What follows belongs to an exercise in optimizing a design on an open flow for small area, a short achievable clock period and few clock cycles; a production flow would make more cautious choices. Where RTL was checked, it was by simulation tests only, not by an equivalence proof against the original.

==> 10-03: inputs <==
==> flow/design.v <==
package cache_pkg;
  localparam int DEF_WAYS        = 4;
  localparam int DEF_INDEX_SIZE  = 2;
  localparam int DEF_OFFSET_SIZE = 2;
  localparam int DEF_TAG_SIZE    = 4;
  localparam int DEF_DATA_SIZE   = 16;
endpackage
module cache_lru_ages #(
  parameter int WAYS  = 4,
  parameter int IDX_W = 2
) (
  input  logic                           CLK,
  input  logic                           RESET,
  input  logic [IDX_W-1:0]               set_idx,
  input  logic [(1<<IDX_W)-1:0][WAYS-1:0] valid_mask,
  input  logic                           touch,
  input  logic [WAYS-1:0]                touch_oh,
  output logic [(1<<IDX_W)-1:0][WAYS-1:0] victim_oh
);
  localparam int SETS = 1 << IDX_W;
  logic older [SETS][WAYS][WAYS];
  always_ff @(posedge CLK or posedge RESET) begin
    if (RESET) begin
      for (int s = 0; s < SETS; s++)
        for (int i = 0; i < WAYS; i++)
          for (int j = i + 1; j < WAYS; j++)
            older[s][i][j] <= 1'b0;
    end else if (touch) begin
      for (int s = 0; s < SETS; s++)
        if (IDX_W'(s) == set_idx)
          for (int i = 0; i < WAYS; i++)
            for (int j = i + 1; j < WAYS; j++) begin
              if (touch_oh[i]) older[s][i][j] <= 1'b0;
              else if (touch_oh[j]) older[s][i][j] <= 1'b1;
            end
    end
  end
  always_comb begin
    for (int s = 0; s < SETS; s++) begin
      logic [WAYS-1:0] oldest, inval, pick;
      for (int w = 0; w < WAYS; w++) begin
        oldest[w] = 1'b1;
        for (int i = 0; i < WAYS; i++) begin
          if (i < w) oldest[w] = oldest[w] & ~older[s][i][w];
          if (i > w) oldest[w] = oldest[w] &  older[s][w][i];
        end
      end
      inval = ~valid_mask[s];
      pick = inval & ~(inval - 1'b1);
      victim_oh[s] = (inval != '0) ? pick : oldest;
    end
  end
endmodule
module cache_memory_nway #(
  parameter int WAYS             = cache_pkg::DEF_WAYS,
  parameter int ADDR_INDEX_SIZE  = cache_pkg::DEF_INDEX_SIZE,
  parameter int ADDR_OFFSET_SIZE = cache_pkg::DEF_OFFSET_SIZE,
  parameter int ADDR_TAG_SIZE    = cache_pkg::DEF_TAG_SIZE,
  parameter int CPU_DATA_SIZE    = cache_pkg::DEF_DATA_SIZE
) (
  input  logic                                     CLK,
  input  logic                                     RESET,
  input  logic [ADDR_TAG_SIZE+ADDR_INDEX_SIZE+ADDR_OFFSET_SIZE-1:0] CPU_ADDR,
  input  logic                                     SIG_CPU_RD,
  input  logic                                     SIG_CPU_WR,
  input  logic [CPU_DATA_SIZE-1:0]                 CPU_OUT_DATA,
  input  logic [CPU_DATA_SIZE/8-1:0]               CPU_B_VAL,
  output logic [CPU_DATA_SIZE-1:0]                 CPU_IN_DATA,
  output logic                                     ACK,
  output logic [ADDR_TAG_SIZE+ADDR_INDEX_SIZE-1:0] RAM_ADDR,
  output logic                                     SIG_RAM_RD,
  output logic                                     SIG_RAM_WR,
  output logic [CPU_DATA_SIZE*(1<<ADDR_OFFSET_SIZE)-1:0] MI_IN_DATA,
  input  logic [CPU_DATA_SIZE*(1<<ADDR_OFFSET_SIZE)-1:0] MI_OUT_DATA,
  input  logic                                     MI_SIG_RAM_ACK,
  output logic [15:0]                              HIT_CNT,
  output logic [15:0]                              MISS_CNT
);
  localparam int TW     = ADDR_TAG_SIZE;
  localparam int IW     = ADDR_INDEX_SIZE;
  localparam int OW     = ADDR_OFFSET_SIZE;
  localparam int DW     = CPU_DATA_SIZE;
  localparam int SETS   = 1 << IW;
  localparam int WORDS  = 1 << OW;
  localparam int LINE_W = DW * WORDS;
  localparam int BE_W   = DW / 8;
  logic [TW-1:0] req_tag;
  logic [IW-1:0] req_idx;
  logic [OW-1:0] req_off;
  assign {req_tag, req_idx, req_off} = CPU_ADDR;
  logic [TW-1:0]     tag_arr  [SETS][WAYS];
  logic [LINE_W-1:0] data_arr [SETS][WAYS];
  logic [SETS-1:0][WAYS-1:0] valid_r, dirty_r, vic_oh_all;
  logic [SETS-1:0]   vic_dirty_all;
  logic              cpu_req, any_hit, hit, miss, vic_dirty;
  logic              refill_done, wback_done, touch;
  logic [WAYS-1:0]   hit_vec, vic_oh, touch_oh;
  logic [LINE_W-1:0] way_line [WAYS];
  logic [DW-1:0]     hit_word, fill_word;
  logic [TW-1:0]     vic_tag;
  assign cpu_req = SIG_CPU_RD || SIG_CPU_WR;
  always_comb begin
    for (int w = 0; w < WAYS; w++)
      hit_vec[w] = valid_r[req_idx][w] && (tag_arr[req_idx][w] == req_tag);
  end
  assign any_hit = |hit_vec;
  assign hit     = cpu_req && any_hit;
  assign miss    = cpu_req && !any_hit;
  cache_lru_ages #(
    .WAYS  (WAYS),
    .IDX_W (IW)
  ) u_lru (
    .CLK        (CLK),
    .RESET      (RESET),
    .set_idx    (req_idx),
    .valid_mask (valid_r),
    .touch      (touch),
    .touch_oh   (touch_oh),
    .victim_oh  (vic_oh_all)
  );
  always_comb begin
    for (int s = 0; s < SETS; s++)
      vic_dirty_all[s] = |(vic_oh_all[s] & valid_r[s] & dirty_r[s]);
  end
  assign vic_oh    = vic_oh_all[req_idx];
  assign vic_dirty = vic_dirty_all[req_idx];
  assign wback_done  = miss && vic_dirty && MI_SIG_RAM_ACK;
  assign refill_done = miss && !vic_dirty && MI_SIG_RAM_ACK;
  assign touch       = hit || refill_done;
  assign touch_oh    = any_hit ? hit_vec : vic_oh;
  always_comb begin
    for (int w = 0; w < WAYS; w++)
      way_line[w] = data_arr[req_idx][w];
  end
  always_comb begin
    hit_word = '0;
    for (int w = 0; w < WAYS; w++)
      if (hit_vec[w]) hit_word = hit_word | way_line[w][req_off*DW +: DW];
  end
  assign fill_word = MI_SIG_RAM_ACK ? MI_OUT_DATA[req_off*DW +: DW] : '0;
  always_comb begin
    MI_IN_DATA = '0;
    vic_tag    = '0;
    for (int w = 0; w < WAYS; w++)
      if (vic_oh[w]) begin
        MI_IN_DATA = MI_IN_DATA | way_line[w];
        vic_tag    = vic_tag | tag_arr[req_idx][w];
      end
  end
  logic [LINE_W-1:0] wdata;
  logic [LINE_W/8-1:0] wbyte;
  always_comb begin
    for (int k = 0; k < WORDS; k++)
      for (int b = 0; b < BE_W; b++) begin
        wbyte[k*BE_W + b] = SIG_CPU_WR && (OW'(k) == req_off) && CPU_B_VAL[b];
        wdata[(k*BE_W + b)*8 +: 8] = wbyte[k*BE_W + b] ? CPU_OUT_DATA[b*8 +: 8]
                                                        : MI_OUT_DATA[(k*BE_W + b)*8 +: 8];
      end
  end
  always_ff @(posedge CLK) begin
    for (int s = 0; s < SETS; s++)
      for (int w = 0; w < WAYS; w++)
        if ((IW'(s) == req_idx) && touch_oh[w]) begin
          for (int y = 0; y < LINE_W/8; y++)
            if (refill_done || (hit && wbyte[y]))
              data_arr[s][w][y*8 +: 8] <= wdata[y*8 +: 8];
          if (refill_done) tag_arr[s][w] <= req_tag;
        end
  end
  always_ff @(posedge CLK) begin
    for (int s = 0; s < SETS; s++)
      for (int w = 0; w < WAYS; w++)
        if (IW'(s) == req_idx) begin
          if (touch && SIG_CPU_WR && touch_oh[w]) dirty_r[s][w] <= 1'b1;
          else if ((refill_done || wback_done) && vic_oh[w]) dirty_r[s][w] <= 1'b0;
        end
  end
  always_ff @(posedge CLK or posedge RESET) begin
    if (RESET) begin
      valid_r <= '0;
    end else if (refill_done) begin
      valid_r[req_idx] <= valid_r[req_idx] | vic_oh;
    end
  end
  assign ACK         = hit || refill_done;
  assign CPU_IN_DATA = hit_word | fill_word;
  assign SIG_RAM_WR  = miss && vic_dirty;
  assign SIG_RAM_RD  = miss && !vic_dirty;
  assign RAM_ADDR    = {vic_dirty ? vic_tag : req_tag, req_idx};
  logic [15:0] hit_cnt, miss_cnt;
  function automatic logic [15:0] sat_inc(input logic [15:0] v);
    sat_inc = (v == 16'hFFFF) ? v : v + 16'd1;
  endfunction
  always_ff @(posedge CLK or posedge RESET) begin
    if (RESET) begin
      hit_cnt  <= '0;
      miss_cnt <= '0;
    end else begin
      if (hit)         hit_cnt  <= sat_inc(hit_cnt);
      if (refill_done) miss_cnt <= sat_inc(miss_cnt);
    end
  end
  assign HIT_CNT  = hit_cnt;
  assign MISS_CNT = miss_cnt;
endmodule
==> flow/run.sh <==
#!/bin/bash
# synth_recipe.tcl (not shown) runs the flow's synth.tcl, then flattens the netlist and writes it again
# the make line also repeats each setting of config.mk as NAME=value (left out here)
make -C /OpenROAD-flow-scripts/flow DESIGN_CONFIG=/design/flow/config.mk WORK_HOME=/design/flow/orfs CLKGATE_MAP_FILE= SYNTH_SCRIPT=/design/flow/synth_recipe.tcl finish
==> flow/config.mk <==
export PLATFORM = sky130hd
export DESIGN_NAME = cache_memory_nway
export DESIGN_NICKNAME = cache_memory_nway
export VERILOG_FILES = /design/flow/design.v
export SDC_FILE = /design/flow/constraint.sdc
export NUM_CORES = 4
export LEC_CHECK = 0
export ABC_CLOCK_PERIOD_IN_PS = 3000
export CAP_MARGIN = 20
export CORE_MARGIN = 2
export CORE_UTILIZATION = 55
export SETUP_SLACK_MARGIN = 2.5
export SLEW_MARGIN = 20
==> flow/constraint.sdc <==
create_clock -name core_clock -period 6.5 [get_ports {CLK}]
set_input_delay 1.3000 -clock core_clock [delete_from_list [all_inputs] [get_ports {CLK}]]
set_output_delay 1.3000 -clock core_clock [all_outputs]
set_load 0.01 [all_outputs]
==> 10-19 (differences from 10-03) <==
--- a/flow/design.v
+++ b/flow/design.v
@@ -100,8 +100,11 @@
   logic [TW-1:0]     vic_tag;
   assign cpu_req = SIG_CPU_RD || SIG_CPU_WR;
-  always_comb begin
-    for (int w = 0; w < WAYS; w++)
-      hit_vec[w] = valid_r[req_idx][w] && (tag_arr[req_idx][w] == req_tag);
-  end
+  logic [SETS-1:0][WAYS-1:0] match;
+  always_comb begin
+    for (int s = 0; s < SETS; s++)
+      for (int w = 0; w < WAYS; w++)
+        match[s][w] = valid_r[s][w] && (tag_arr[s][w] == req_tag);
+  end
+  assign hit_vec = match[req_idx];
   assign any_hit = |hit_vec;
   assign hit     = cpu_req && any_hit;
--- a/flow/config.mk
+++ b/flow/config.mk
@@ -6,8 +6,8 @@
 export NUM_CORES = 4
 export LEC_CHECK = 0
-export ABC_CLOCK_PERIOD_IN_PS = 3000
 export CAP_MARGIN = 20
 export CORE_MARGIN = 2
-export CORE_UTILIZATION = 55
-export SETUP_SLACK_MARGIN = 2.5
+export CORE_UTILIZATION = 40
+export SETUP_SLACK_MARGIN = 1.5
 export SLEW_MARGIN = 20
+export TNS_END_PERCENT = 0
==> 12-15 (differences from 10-03) <==
==> flow/design.v (replaced) <==
package cache_pkg;
  localparam int DEF_WAYS        = 4;
  localparam int DEF_INDEX_SIZE  = 2;
  localparam int DEF_OFFSET_SIZE = 2;
  localparam int DEF_TAG_SIZE    = 4;
  localparam int DEF_DATA_SIZE   = 16;
endpackage
module cache_lru_ages #(
  parameter int WAYS  = 4,
  parameter int IDX_W = 2
) (
  input  logic                    CLK,
  input  logic                    RESET,
  input  logic [IDX_W-1:0]        set_idx,
  input  logic [WAYS-1:0]         valid_mask,
  input  logic                    touch,
  input  logic [$clog2(WAYS)-1:0] touch_way,
  output logic [$clog2(WAYS)-1:0] victim_way
);
  localparam int SETS = 1 << IDX_W;
  localparam int AW   = $clog2(WAYS);
  logic newer [SETS][WAYS][WAYS];
  always_ff @(posedge CLK or posedge RESET) begin
    if (RESET) begin
      for (int s = 0; s < SETS; s++)
        for (int i = 0; i < WAYS; i++)
          for (int j = i + 1; j < WAYS; j++)
            newer[s][i][j] <= 1'b1;
    end else if (touch) begin
      for (int s = 0; s < SETS; s++)
        if (IDX_W'(s) == set_idx)
          for (int i = 0; i < WAYS; i++)
            for (int j = i + 1; j < WAYS; j++) begin
              if (AW'(i) == touch_way) newer[s][i][j] <= 1'b1;
              else if (AW'(j) == touch_way) newer[s][i][j] <= 1'b0;
            end
    end
  end
  logic [WAYS-1:0] oldest;
  always_comb begin
    for (int w = 0; w < WAYS; w++) begin
      oldest[w] = 1'b1;
      for (int i = 0; i < WAYS; i++) begin
        if (i < w) oldest[w] = oldest[w] &  newer[set_idx][i][w];
        if (i > w) oldest[w] = oldest[w] & ~newer[set_idx][w][i];
      end
    end
  end
  always_comb begin
    victim_way = '0;
    for (int w = 0; w < WAYS; w++)
      if (oldest[w]) victim_way = AW'(w);
    for (int w = WAYS - 1; w >= 0; w--)
      if (!valid_mask[w]) victim_way = AW'(w);
  end
endmodule
module cache_memory_nway #(
  parameter int WAYS             = cache_pkg::DEF_WAYS,
  parameter int ADDR_INDEX_SIZE  = cache_pkg::DEF_INDEX_SIZE,
  parameter int ADDR_OFFSET_SIZE = cache_pkg::DEF_OFFSET_SIZE,
  parameter int ADDR_TAG_SIZE    = cache_pkg::DEF_TAG_SIZE,
  parameter int CPU_DATA_SIZE    = cache_pkg::DEF_DATA_SIZE
) (
  input  logic                                     CLK,
  input  logic                                     RESET,
  input  logic [ADDR_TAG_SIZE+ADDR_INDEX_SIZE+ADDR_OFFSET_SIZE-1:0] CPU_ADDR,
  input  logic                                     SIG_CPU_RD,
  input  logic                                     SIG_CPU_WR,
  input  logic [CPU_DATA_SIZE-1:0]                 CPU_OUT_DATA,
  input  logic [CPU_DATA_SIZE/8-1:0]               CPU_B_VAL,
  output logic [CPU_DATA_SIZE-1:0]                 CPU_IN_DATA,
  output logic                                     ACK,
  output logic [ADDR_TAG_SIZE+ADDR_INDEX_SIZE-1:0] RAM_ADDR,
  output logic                                     SIG_RAM_RD,
  output logic                                     SIG_RAM_WR,
  output logic [CPU_DATA_SIZE*(1<<ADDR_OFFSET_SIZE)-1:0] MI_IN_DATA,
  input  logic [CPU_DATA_SIZE*(1<<ADDR_OFFSET_SIZE)-1:0] MI_OUT_DATA,
  input  logic                                     MI_SIG_RAM_ACK,
  output logic [15:0]                              HIT_CNT,
  output logic [15:0]                              MISS_CNT
);
  localparam int TW     = ADDR_TAG_SIZE;
  localparam int IW     = ADDR_INDEX_SIZE;
  localparam int OW     = ADDR_OFFSET_SIZE;
  localparam int DW     = CPU_DATA_SIZE;
  localparam int SETS   = 1 << IW;
  localparam int WORDS  = 1 << OW;
  localparam int LINE_W = DW * WORDS;
  localparam int BE_W   = DW / 8;
  localparam int WAY_W  = $clog2(WAYS);
  logic [TW-1:0] req_tag;
  logic [IW-1:0] req_idx;
  logic [OW-1:0] req_off;
  assign {req_tag, req_idx, req_off} = CPU_ADDR;
  logic [TW-1:0]     tag_arr  [SETS][WAYS];
  logic [LINE_W-1:0] data_arr [SETS][WAYS];
  logic [WAYS-1:0]   valid_r  [SETS];
  logic [WAYS-1:0]   dirty_r  [SETS];
  logic             cpu_req, hit;
  logic [WAYS-1:0]  hit_vec;
  logic [WAY_W-1:0] hit_way, victim, touch_way;
  logic             vic_dirty, miss, refill_done, wback_done, touch;
  logic [LINE_W-1:0] way_line [WAYS];
  logic [DW-1:0]    way_word [WAYS];
  logic [DW-1:0]    hit_word, fill_word;
  assign cpu_req = SIG_CPU_RD || SIG_CPU_WR;
  always_comb begin
    hit_vec = '0;
    hit_way = '0;
    for (int w = 0; w < WAYS; w++) begin
      hit_vec[w] = valid_r[req_idx][w] && (tag_arr[req_idx][w] == req_tag);
      if (hit_vec[w]) hit_way = WAY_W'(w);
    end
  end
  assign hit = cpu_req && |hit_vec;
  cache_lru_ages #(
    .WAYS  (WAYS),
    .IDX_W (IW)
  ) u_lru (
    .CLK        (CLK),
    .RESET      (RESET),
    .set_idx    (req_idx),
    .valid_mask (valid_r[req_idx]),
    .touch      (touch),
    .touch_way  (touch_way),
    .victim_way (victim)
  );
  assign vic_dirty   = valid_r[req_idx][victim] && dirty_r[req_idx][victim];
  assign miss        = cpu_req && !(|hit_vec);
  assign wback_done  = miss && vic_dirty && MI_SIG_RAM_ACK;
  assign refill_done = miss && !vic_dirty && MI_SIG_RAM_ACK;
  assign touch       = hit || refill_done;
  assign touch_way   = hit ? hit_way : victim;
  always_comb begin
    for (int w = 0; w < WAYS; w++) begin
      way_line[w] = data_arr[req_idx][w];
      way_word[w] = way_line[w][req_off*DW +: DW];
    end
  end
  always_comb begin
    hit_word = '0;
    for (int w = 0; w < WAYS; w++)
      if (hit_vec[w]) hit_word = hit_word | way_word[w];
  end
  assign fill_word = MI_OUT_DATA[req_off*DW +: DW];
  logic [LINE_W-1:0] wdata;
  logic [LINE_W/8-1:0] wbyte;
  always_comb begin
    for (int k = 0; k < WORDS; k++)
      for (int b = 0; b < BE_W; b++) begin
        wbyte[k*BE_W + b] = SIG_CPU_WR && (OW'(k) == req_off) && CPU_B_VAL[b];
        wdata[(k*BE_W + b)*8 +: 8] = wbyte[k*BE_W + b] ? CPU_OUT_DATA[b*8 +: 8]
                                                        : MI_OUT_DATA[(k*BE_W + b)*8 +: 8];
      end
  end
  always_ff @(posedge CLK) begin
    for (int s = 0; s < SETS; s++)
      for (int w = 0; w < WAYS; w++)
        if ((IW'(s) == req_idx) && (WAY_W'(w) == touch_way)) begin
          for (int y = 0; y < LINE_W/8; y++)
            if (refill_done || (hit && wbyte[y]))
              data_arr[s][w][y*8 +: 8] <= wdata[y*8 +: 8];
          if (refill_done) tag_arr[s][w] <= req_tag;
        end
  end
  always_ff @(posedge CLK) begin
    if (touch && SIG_CPU_WR) dirty_r[req_idx][touch_way] <= 1'b1;
    else if (refill_done || wback_done) dirty_r[req_idx][victim] <= 1'b0;
  end
  always_ff @(posedge CLK or posedge RESET) begin
    if (RESET) begin
      for (int s = 0; s < SETS; s++) valid_r[s] <= '0;
    end else if (refill_done) begin
      valid_r[req_idx][victim] <= 1'b1;
    end
  end
  assign ACK         = hit || refill_done;
  assign CPU_IN_DATA = hit ? hit_word : fill_word;
  assign SIG_RAM_WR  = miss && vic_dirty;
  assign SIG_RAM_RD  = miss && !vic_dirty;
  assign RAM_ADDR    = vic_dirty ? {tag_arr[req_idx][victim], req_idx} : {req_tag, req_idx};
  assign MI_IN_DATA  = way_line[victim];
  logic [15:0] hit_cnt, miss_cnt;
  function automatic logic [15:0] sat_inc(input logic [15:0] v);
    sat_inc = (v == 16'hFFFF) ? v : v + 16'd1;
  endfunction
  always_ff @(posedge CLK or posedge RESET) begin
    if (RESET) begin
      hit_cnt  <= '0;
      miss_cnt <= '0;
    end else begin
      if (hit)         hit_cnt  <= sat_inc(hit_cnt);
      if (refill_done) miss_cnt <= sat_inc(miss_cnt);
    end
  end
  assign HIT_CNT  = hit_cnt;
  assign MISS_CNT = miss_cnt;
endmodule
--- a/flow/config.mk
+++ b/flow/config.mk
@@ -6,8 +6,6 @@
 export NUM_CORES = 4
 export LEC_CHECK = 0
-export ABC_CLOCK_PERIOD_IN_PS = 3000
 export CAP_MARGIN = 20
 export CORE_MARGIN = 2
-export CORE_UTILIZATION = 55
-export SETUP_SLACK_MARGIN = 2.5
+export CORE_UTILIZATION = 40
 export SLEW_MARGIN = 20
==> 04-05 (differences from 10-03) <==
--- a/flow/design.v
+++ b/flow/design.v
@@ -100,8 +100,11 @@
   logic [TW-1:0]     vic_tag;
   assign cpu_req = SIG_CPU_RD || SIG_CPU_WR;
-  always_comb begin
-    for (int w = 0; w < WAYS; w++)
-      hit_vec[w] = valid_r[req_idx][w] && (tag_arr[req_idx][w] == req_tag);
-  end
+  logic [SETS-1:0][WAYS-1:0] match;
+  always_comb begin
+    for (int s = 0; s < SETS; s++)
+      for (int w = 0; w < WAYS; w++)
+        match[s][w] = valid_r[s][w] && (tag_arr[s][w] == req_tag);
+  end
+  assign hit_vec = match[req_idx];
   assign any_hit = |hit_vec;
   assign hit     = cpu_req && any_hit;
--- a/flow/config.mk
+++ b/flow/config.mk
@@ -6,8 +6,8 @@
 export NUM_CORES = 4
 export LEC_CHECK = 0
-export ABC_CLOCK_PERIOD_IN_PS = 3000
 export CAP_MARGIN = 20
 export CORE_MARGIN = 2
-export CORE_UTILIZATION = 55
-export SETUP_SLACK_MARGIN = 2.5
+export CORE_UTILIZATION = 60
+export SETUP_SLACK_MARGIN = 2.0
 export SLEW_MARGIN = 20
+export TNS_END_PERCENT = 0
==> results_dict.tcl <==
set metrics [dict create \
    reg_top3 "data_arr: 1024 flops, tag_arr: 64 flops, u_lru.older: 24 flops" \
    seqPwrFrac_pct 46.0 \
    slew_headroom_pct 18.7 \
    gp_congestion 0.943 \
    clkCellAreaFrac_pct 6.62 \
    tightest_slew_ns 1.22 \
    diodes 2 \
    yosys_warnings 6 \
    worstSetupEndpoint "CPU_IN_DATA[15]" \
    drt-wirelength-per-cell_microns 34.7 \
    nonClkBufAreaFrac_pct 9.20 \
    muxShareOfSynthArea_pct 6.42 \
    run_status "complete, no violations" \
    clock_net_power_mw 7.23 \
    synth_nets 3470 \
]
[end of results for 10-19]
==> results_dict.tcl <==
set metrics [dict create \
    seq_share_pct 55.9 \
    run_status "complete, no violations" \
    tightest_slew_ns 1.24 \
    ys.flop_type "edfxtp_1" \
    slew_violations 0 \
    nonClkBufAreaFrac_pct 10.4 \
    gp_congestion 1.04 \
    muxShareOfSynthArea_pct 6.42 \
    yosys_warnings 6 \
    synth_nets 3470 \
    drt-wirelength-per-cell_microns 38.0 \
    clkCellAreaFrac_pct 6.63 \
    seqPwrFrac_pct 46.0 \
]
[end of results for 04-05]
==> results_dict.tcl <==
set metrics [dict create \
    run_status "complete, no violations" \
    synth_compound_area_share_pct 12.7 \
    synth-edff-count 1104 \
    gp_congestion 0.987 \
    worstSetupEndpoint "ACK" \
    synth_nets 3329 \
    yosys_warnings 6 \
    drt-wirelength-per-cell_microns 37.2 \
    muxShareOfSynthArea_pct 6.71 \
    slew_headroom_pct 17.1 \
    diodes 8 \
    clock_net_power_mw 6.83 \
    grt_max_degree 73 \
    tightest_slew_ns 1.24 \
    nonClkBufAreaFrac_pct 12.3 \
    seqPwrFrac_pct 45.8 \
]
[end of results for 10-03]
==> results_dict.tcl <==
set metrics [dict create \
    run_status "complete, no violations" \
    muxShareOfSynthArea_pct 18.8 \
    tightest_slew_ns 1.08 \
    drt-wirelength-per-cell_microns 33.4 \
    synth_nets 2817 \
    nonClkBufAreaFrac_pct 7.13 \
    clock_net_power_mw 6.64 \
    diodes 2 \
    seqPwrFrac_pct 38.4 \
    gp_congestion 0.955 \
    clkCellAreaFrac_pct 6.26 \
    slew_headroom_pct 28.0 \
]
[end of results for 12-15]
Testbench counts of 10-19, summed over its fixed seeds: cycles 85,321.
Testbench counts of 12-15, summed over its fixed seeds: cycles 85,321.
Testbench counts of 04-05, summed over its fixed seeds: cycles 85,321.
The RTL of 10-03 was laid out without a check of its function.

-- port drivers added, routing unchanged --
How much do the figures lean on ideal ports? The routed layouts below were timed once more, with nothing changed but the port constraints.
Step 1, drivers: a clkbuf_16 drives CLK and a buf_2 each remaining input, both assumed.
Step 2 adds t to the input delays and takes it off the output delays; t is the mean of the earliest and latest rising clock arrival at the registers after step 1. Input paths then give back, and output paths get back, about the clock's delay inside the block.
a / b / c = ideal ports / drivers / drivers and shift; a / b = the first two.
run | t, ns | setup WS [ns] | worst hold slack (ns) | clock arrival spread, ns | worst data-port slew with drivers (ns)
10-03 | 0.788 | 1.003 / 0.962 / 0.878 | 0.506 / 0.506 / 0.506 | 0.033 / 0.033 | 0.06
10-19 | 0.842 | 1.023 / 0.982 / 0.982 | 0.486 / 0.486 / 0.486 | 0.053 / 0.054 | 0.06
12-15 | 0.817 | 0.225 / 0.144 / 0.144 | 0.468 / 0.468 / 0.468 | 0.060 / 0.060 | 0.08
04-05 | 0.780 | 1.103 / 1.061 / 0.888 | 0.494 / 0.494 / 0.494 | 0.047 / 0.047 | 0.14
After both steps every run listed still meets setup and hold. For 04-05, which loses most, drivers alone change the setup slack by -0.042 ns; drivers and shift together by -0.215 ns.
